This design comes from an exercise in tuning for a short achievable clock period and few clock cycles on the open sky130 flow, not from production work. At most, simulation tests tie the RTL to the original design; equivalence was not proved. No activity file was given, so power comes from the tool's default toggle rates.

==> flow/design.v <==
`timescale 1ns/1ps
package isa_pkg;
    typedef logic [31:0] word_t;     
    typedef logic [4:0]  reg_idx_t;  
    typedef struct packed {
        logic [5:0] opcode;
        reg_idx_t   rs;
        reg_idx_t   rt;
        reg_idx_t   rd;
        logic [4:0] shamt;
        logic [5:0] funct;
    } r_fmt_t;
    typedef struct packed {
        logic [5:0]  opcode;
        reg_idx_t    rs;
        reg_idx_t    rt;
        logic [15:0] imm;
    } i_fmt_t;
    typedef struct packed {
        logic [5:0]  opcode;
        logic [25:0] target;
    } j_fmt_t;
    typedef union packed {
        r_fmt_t r;
        i_fmt_t i;
        j_fmt_t j;
    } instr_t;
    localparam logic [5:0] OP_RTYPE = 6'h00;
    localparam logic [5:0] OP_J     = 6'h02;
    localparam logic [5:0] OP_BEQ   = 6'h04;
    localparam logic [5:0] OP_BNE   = 6'h05;
    localparam logic [5:0] OP_ADDI  = 6'h08;
    localparam logic [5:0] OP_ANDI  = 6'h0c;  
    localparam logic [5:0] OP_ORI   = 6'h0d;  
    localparam logic [5:0] OP_LW    = 6'h23;
    localparam logic [5:0] OP_SW    = 6'h2b;
    localparam logic [5:0] FN_SLL = 6'h00;
    localparam logic [5:0] FN_ADD = 6'h20;
    localparam logic [5:0] FN_SUB = 6'h22;
    localparam logic [5:0] FN_AND = 6'h24;
    localparam logic [5:0] FN_OR  = 6'h25;
    localparam logic [5:0] FN_SLT = 6'h2a;
    localparam word_t START_ADDR = 32'h0000_0000;  
endpackage
`timescale 1ns/1ps
package ctrl_pkg;
    typedef struct packed {
        logic sum;    
        logic land;   
        logic lor;    
        logic slt;    
        logic sll;    
    } res_sel_t;
endpackage
`timescale 1ns/1ps
import isa_pkg::*; import ctrl_pkg::*;
module alu (
    input  isa_pkg::word_t     a,
    input  isa_pkg::word_t     b,
    input  logic               cin,
    input  logic               b_sign,   
    input  isa_pkg::word_t     c,        
    input  logic [4:0]         shamt,
    input  ctrl_pkg::res_sel_t sel,
    output isa_pkg::word_t     sum,
    output isa_pkg::word_t     y
);
    logic lt;
    assign sum = a + b + {31'b0, cin};
    assign lt  = (a[31] ^ b_sign) ? a[31] : sum[31];
    assign y = ({32{sel.sum}}  & sum)
             | ({32{sel.land}} & (a & b))
             | ({32{sel.lor}}  & (a | b))
             | ({32{sel.slt}}  & {31'b0, lt})
             | ({32{sel.sll}}  & (c << shamt));
endmodule
`timescale 1ns/1ps
import isa_pkg::*;
module reg_file (
    input  logic     clk,
    input  logic     we,
    input  isa_pkg::reg_idx_t ra0,
    input  isa_pkg::reg_idx_t ra1,
    input  isa_pkg::reg_idx_t wa,
    input  isa_pkg::word_t    wd,
    output isa_pkg::word_t    rd0,
    output isa_pkg::word_t    rd1
);
    isa_pkg::word_t regs [32];
    always_ff @(posedge clk) begin
        if (we && wa != '0) regs[wa] <= wd;
    end
    assign rd0 = (ra0 == '0) ? '0 : regs[ra0];
    assign rd1 = (ra1 == '0) ? '0 : regs[ra1];
endmodule
`timescale 1ns/1ps
import isa_pkg::*; import ctrl_pkg::*;
module datapath (
    input  logic           clk,
    input  logic           rst_n,
    input  isa_pkg::word_t r_data,
    output isa_pkg::word_t mem_addr,
    output isa_pkg::word_t w_data,
    output logic           wr_en
);
    isa_pkg::word_t    addr_q;      
    isa_pkg::word_t    fpc;         
    isa_pkg::word_t    wdata_q;
    logic              wr_en_q;
    logic              m_cyc;       
    logic              m_load;
    isa_pkg::reg_idx_t m_rt;
    logic              d_valid;
    isa_pkg::instr_t   ir;
    isa_pkg::word_t    d_pc4;
    logic               x_valid;
    ctrl_pkg::res_sel_t x_sel;
    isa_pkg::word_t     x_a;        
    isa_pkg::word_t     x_b;        
    isa_pkg::word_t     x_c;        
    logic               x_cin;
    logic               x_b_sign;
    logic               x_b_reg;    
    logic               x_b_inv;
    logic [4:0]         x_shamt;
    isa_pkg::reg_idx_t  x_wr;
    isa_pkg::reg_idx_t  x_rs;
    isa_pkg::reg_idx_t  x_rt;
    logic               x_lw;
    logic               x_sw;
    logic               x_br;
    logic               x_bne;
    logic               x_pred;
    isa_pkg::word_t     x_alt;      
    assign mem_addr = addr_q;
    assign w_data   = wdata_q;
    assign wr_en    = wr_en_q;
    logic adv;           
    assign adv = !m_cyc;
    logic               dc_br, dc_bne, dc_j, dc_lw, dc_sw, dc_b_imm, dc_b_inv;
    isa_pkg::word_t     dc_imm;
    isa_pkg::reg_idx_t  dc_wr;
    ctrl_pkg::res_sel_t dc_sel;
    control_fsm u_dec (
        .instr  (ir),
        .is_br  (dc_br),
        .is_bne (dc_bne),
        .is_j   (dc_j),
        .is_lw  (dc_lw),
        .is_sw  (dc_sw),
        .b_imm  (dc_b_imm),
        .b_inv  (dc_b_inv),
        .imm    (dc_imm),
        .wr_idx (dc_wr),
        .sel    (dc_sel)
    );
    isa_pkg::reg_idx_t d_rs, d_rt;
    assign d_rs = ir.r.rs;
    assign d_rt = ir.r.rt;
    isa_pkg::word_t x_sum, x_res;
    alu u_alu (
        .a      (x_a),
        .b      (x_b),
        .cin    (x_cin),
        .b_sign (x_b_sign),
        .c      (x_c),
        .shamt  (x_shamt),
        .sel    (x_sel),
        .sum    (x_sum),
        .y      (x_res)
    );
    logic x_fire, x_wen, x_mem, x_taken, x_mispred;
    assign x_fire    = x_valid && adv;
    assign x_wen     = x_fire && (x_wr != '0);
    assign x_mem     = x_fire && (x_lw || x_sw);
    assign x_taken   = x_bne ^ (x_a == x_c);
    assign x_mispred = x_fire && x_br && (x_taken != x_pred);
    logic              rf_we;
    isa_pkg::reg_idx_t rf_wa;
    isa_pkg::word_t    rf_wd, rf_rd0, rf_rd1;
    assign rf_we = x_wen || (m_cyc && m_load && m_rt != '0);
    assign rf_wa = m_cyc ? m_rt : x_wr;
    assign rf_wd = m_cyc ? r_data : x_res;
    reg_file u_rf (
        .clk (clk),
        .we  (rf_we),
        .ra0 (d_rs),
        .ra1 (d_rt),
        .wa  (rf_wa),
        .wd  (rf_wd),
        .rd0 (rf_rd0),
        .rd1 (rf_rd1)
    );
    isa_pkg::word_t d_a, d_c;
    assign d_a = (x_wen && x_wr == d_rs) ? x_res : rf_rd0;
    assign d_c = (x_wen && x_wr == d_rt) ? x_res : rf_rd1;
    isa_pkg::instr_t f_ins;
    isa_pkg::word_t  f_pc4, f_btgt, f_jtgt;
    logic            f_j, f_br, f_pred;
    assign f_ins  = r_data;
    assign f_pc4  = fpc + 32'd4;
    assign f_j    = (f_ins.r.opcode == OP_J);
    assign f_br   = (f_ins.r.opcode == OP_BEQ) || (f_ins.r.opcode == OP_BNE);
    assign f_pred = f_ins.r.opcode[0] ^ (f_ins.r.rs == f_ins.r.rt);
    assign f_btgt = f_pc4 + {{14{f_ins.i.imm[15]}}, f_ins.i.imm, 2'b00};
    assign f_jtgt = {f_pc4[31:28], f_ins.j.target, 2'b00};
    logic d_pred;
    isa_pkg::word_t d_btgt;
    assign d_pred = dc_bne ^ (d_rs == d_rt);
    assign d_btgt = d_pc4 + {{14{ir.i.imm[15]}}, ir.i.imm, 2'b00};
    isa_pkg::word_t nf;
    always_comb begin
        if (x_mispred)            nf = x_alt;
        else if (f_j)             nf = f_jtgt;
        else if (f_br && f_pred)  nf = f_btgt;
        else                      nf = f_pc4;
    end
    always_ff @(posedge clk or negedge rst_n) begin
        if (!rst_n) begin
            addr_q  <= START_ADDR;
            fpc     <= START_ADDR;
            wr_en_q <= 1'b0;
            m_cyc   <= 1'b0;
            d_valid <= 1'b0;
            x_valid <= 1'b0;
        end else begin
            wr_en_q <= x_fire && x_sw;
            m_cyc   <= x_mem;
            if (adv) begin
                fpc     <= nf;
                addr_q  <= x_mem ? x_sum : nf;
                d_valid <= !x_mispred;
                x_valid <= d_valid && !x_mispred;
            end else begin
                addr_q  <= fpc;
            end
        end
    end
    always_ff @(posedge clk) begin
        if (x_fire) begin
            wdata_q <= x_c;
            m_load  <= x_lw;
            m_rt    <= x_rt;
        end
        if (adv) begin
            ir       <= r_data;
            d_pc4    <= f_pc4;
            x_sel    <= dc_sel;
            x_a      <= d_a;
            x_b      <= dc_b_imm ? dc_imm : (dc_b_inv ? ~d_c : d_c);
            x_c      <= d_c;
            x_cin    <= dc_b_inv;
            x_b_sign <= d_c[31];
            x_b_reg  <= !dc_b_imm;
            x_b_inv  <= dc_b_inv;
            x_shamt  <= ir.r.shamt;
            x_wr     <= dc_wr;
            x_rs     <= d_rs;
            x_rt     <= d_rt;
            x_lw     <= dc_lw;
            x_sw     <= dc_sw;
            x_br     <= dc_br;
            x_bne    <= dc_bne;
            x_pred   <= d_pred;
            x_alt    <= d_pred ? d_pc4 : d_btgt;
        end else if (m_load && m_rt != '0) begin
            if (x_rs == m_rt) x_a <= r_data;
            if (x_rt == m_rt) begin
                x_c      <= r_data;
                x_b_sign <= r_data[31];
                if (x_b_reg) x_b <= x_b_inv ? ~r_data : r_data;
            end
        end
    end
endmodule
`timescale 1ns/1ps
import isa_pkg::*; import ctrl_pkg::*;
module control_fsm (
    input  isa_pkg::instr_t    instr,
    output logic               is_br,      
    output logic               is_bne,
    output logic               is_j,
    output logic               is_lw,
    output logic               is_sw,
    output logic               b_imm,      
    output logic               b_inv,      
    output isa_pkg::word_t     imm,        
    output isa_pkg::reg_idx_t  wr_idx,     
    output ctrl_pkg::res_sel_t sel
);
    logic [5:0] opcode;
    logic [5:0] funct;
    assign opcode = instr.r.opcode;
    assign funct  = instr.r.funct;
    always_comb begin
        is_br  = 1'b0;
        is_bne = 1'b0;
        is_j   = 1'b0;
        is_lw  = 1'b0;
        is_sw  = 1'b0;
        b_imm  = 1'b0;
        b_inv  = 1'b0;
        imm    = {{16{instr.i.imm[15]}}, instr.i.imm};
        wr_idx = '0;
        sel    = '0;
        case (opcode)
            OP_RTYPE: begin
                wr_idx = instr.r.rd;
                case (funct)
                    FN_SLL: sel.sll = 1'b1;
                    FN_SUB: begin sel.sum = 1'b1; b_inv = 1'b1; end
                    FN_AND: sel.land = 1'b1;
                    FN_OR:  sel.lor  = 1'b1;
                    FN_SLT: begin sel.slt = 1'b1; b_inv = 1'b1; end
                    default: sel.sum = 1'b1;
                endcase
            end
            OP_ADDI: begin
                wr_idx  = instr.i.rt;
                b_imm   = 1'b1;
                sel.sum = 1'b1;
            end
            OP_ANDI: begin
                wr_idx   = instr.i.rt;
                b_imm    = 1'b1;
                imm      = {16'b0, instr.i.imm};
                sel.land = 1'b1;
            end
            OP_ORI: begin
                wr_idx  = instr.i.rt;
                b_imm   = 1'b1;
                imm     = {16'b0, instr.i.imm};
                sel.lor = 1'b1;
            end
            OP_LW: begin
                is_lw   = 1'b1;
                b_imm   = 1'b1;
                sel.sum = 1'b1;
            end
            OP_SW: begin
                is_sw   = 1'b1;
                b_imm   = 1'b1;
                sel.sum = 1'b1;
            end
            OP_BEQ: is_br = 1'b1;
            OP_BNE: begin is_br = 1'b1; is_bne = 1'b1; end
            OP_J:   is_j = 1'b1;
            default: ;
        endcase
    end
endmodule
`timescale 1ns/1ps
import isa_pkg::*; import ctrl_pkg::*;
module mips_multicycle (
    input  logic  clk,
    input  logic  rst_n,
    input  isa_pkg::word_t r_data,    
    output isa_pkg::word_t mem_addr,
    output isa_pkg::word_t w_data,
    output logic  wr_en      
);
    datapath u_dp (
        .clk      (clk),
        .rst_n    (rst_n),
        .r_data   (r_data),
        .mem_addr (mem_addr),
        .w_data   (w_data),
        .wr_en    (wr_en)
    );
endmodule
clock: 9.0 ns
lec_check: 0
abc_clock_period_in_ps: 2500
cap_margin: 20
core_margin: 2
core_utilization: 40
setup_slack_margin: 5
slew_margin: 20
tns_end_percent: 100
run.sh (not shown) runs the stock make flow with config.mk's settings and CLKGATE_MAP_FILE= SYNTH_SCRIPT=/design/flow/synth_recipe.tcl, a recipe that flattens the netlist after the stock synthesis.
Testbench counts at the start, summed over its fixed seeds: cycles 7,722.
Then changed:
--- a/flow/design.v
+++ b/flow/design.v
@@ -132,5 +132,6 @@
     logic               x_bne;
     logic               x_pred;
-    isa_pkg::word_t     x_alt;      
+    isa_pkg::word_t     x_pc4;
+    isa_pkg::word_t     x_tgt;
     assign mem_addr = addr_q;
     assign w_data   = wdata_q;
@@ -195,24 +196,15 @@
     assign d_a = (x_wen && x_wr == d_rs) ? x_res : rf_rd0;
     assign d_c = (x_wen && x_wr == d_rt) ? x_res : rf_rd1;
-    isa_pkg::instr_t f_ins;
-    isa_pkg::word_t  f_pc4, f_btgt, f_jtgt;
-    logic            f_j, f_br, f_pred;
-    assign f_ins  = r_data;
-    assign f_pc4  = fpc + 32'd4;
-    assign f_j    = (f_ins.r.opcode == OP_J);
-    assign f_br   = (f_ins.r.opcode == OP_BEQ) || (f_ins.r.opcode == OP_BNE);
-    assign f_pred = f_ins.r.opcode[0] ^ (f_ins.r.rs == f_ins.r.rt);
-    assign f_btgt = f_pc4 + {{14{f_ins.i.imm[15]}}, f_ins.i.imm, 2'b00};
-    assign f_jtgt = {f_pc4[31:28], f_ins.j.target, 2'b00};
-    logic d_pred;
-    isa_pkg::word_t d_btgt;
-    assign d_pred = dc_bne ^ (d_rs == d_rt);
-    assign d_btgt = d_pc4 + {{14{ir.i.imm[15]}}, ir.i.imm, 2'b00};
+    logic d_pred, d_redirect;
+    isa_pkg::word_t d_btgt, d_jtgt;
+    assign d_pred     = dc_bne ^ (d_rs == d_rt);
+    assign d_btgt     = d_pc4 + {{14{ir.i.imm[15]}}, ir.i.imm, 2'b00};
+    assign d_jtgt     = {d_pc4[31:28], ir.j.target, 2'b00};
+    assign d_redirect = d_valid && (dc_j || (dc_br && d_pred));
     isa_pkg::word_t nf;
     always_comb begin
-        if (x_mispred)            nf = x_alt;
-        else if (f_j)             nf = f_jtgt;
-        else if (f_br && f_pred)  nf = f_btgt;
-        else                      nf = f_pc4;
+        if (x_mispred)       nf = x_pred ? x_pc4 : x_tgt;
+        else if (d_redirect) nf = dc_j ? d_jtgt : d_btgt;
+        else                 nf = fpc + 32'd4;
     end
     always_ff @(posedge clk or negedge rst_n) begin
@@ -230,5 +222,5 @@
                 fpc     <= nf;
                 addr_q  <= x_mem ? x_sum : nf;
-                d_valid <= !x_mispred;
+                d_valid <= !x_mispred && !d_redirect;
                 x_valid <= d_valid && !x_mispred;
             end else begin
@@ -245,5 +237,5 @@
         if (adv) begin
             ir       <= r_data;
-            d_pc4    <= f_pc4;
+            d_pc4    <= fpc + 32'd4;
             x_sel    <= dc_sel;
             x_a      <= d_a;
@@ -263,5 +255,6 @@
             x_bne    <= dc_bne;
             x_pred   <= d_pred;
-            x_alt    <= d_pred ? d_pc4 : d_btgt;
+            x_pc4    <= d_pc4;
+            x_tgt    <= d_btgt;
         end else if (m_load && m_rt != '0) begin
             if (x_rs == m_rt) x_a <= r_data;
The changed run finished clean; core utilization shrinks by 0.99 points; via count fell by 3.9%; count of clock-buffer cells in the layout went up by 11; power is lower by 8.4%; register-to-register slack improved by 60 ps; global-route usage goes down by 0.31 points; wire length falls by 1.9%; die area came out lower by 0.59%; sequential share of layout area climbs by 2.3 points; synthesized area decreases by 0.60%; sequential power is about the same.
Function not checked in the second run of this note: the RTL went through the layout flow alone.

## port drivers added, routing unchanged
How much do the figures lean on ideal ports? The routed layouts below were timed once more, with nothing changed but the port constraints. Step 1: set_driving_cell puts a clkbuf_16 on clk and a buf_2 on each other input, an assumption about the parent block. Step 2 also shifts input and output timing later by t, the mid clock arrival at the registers, as if the neighbouring blocks saw the same clock. a / b / c = ideal / step 1 / step 2; a / b = the first two.
run | shift t [ns] | slack for setup (ns) | hold WS [ns] | worst setup path after step 2 | clock arrival spread, ns
the first run | 0.896 | 4.930 / 4.930 / 4.088 | 0.435 / 0.435 / 0.435 | input to register | 0.062 / 0.062
the second run | 0.889 | 4.991 / 4.991 / 4.808 | 0.454 / 0.454 / 0.454 | input to register | 0.049 / 0.049
After both steps every run listed still meets setup and hold. The setup slack of the first run, which loses most, moves by 0.000 ns with the drivers and by -0.842 ns with both steps.
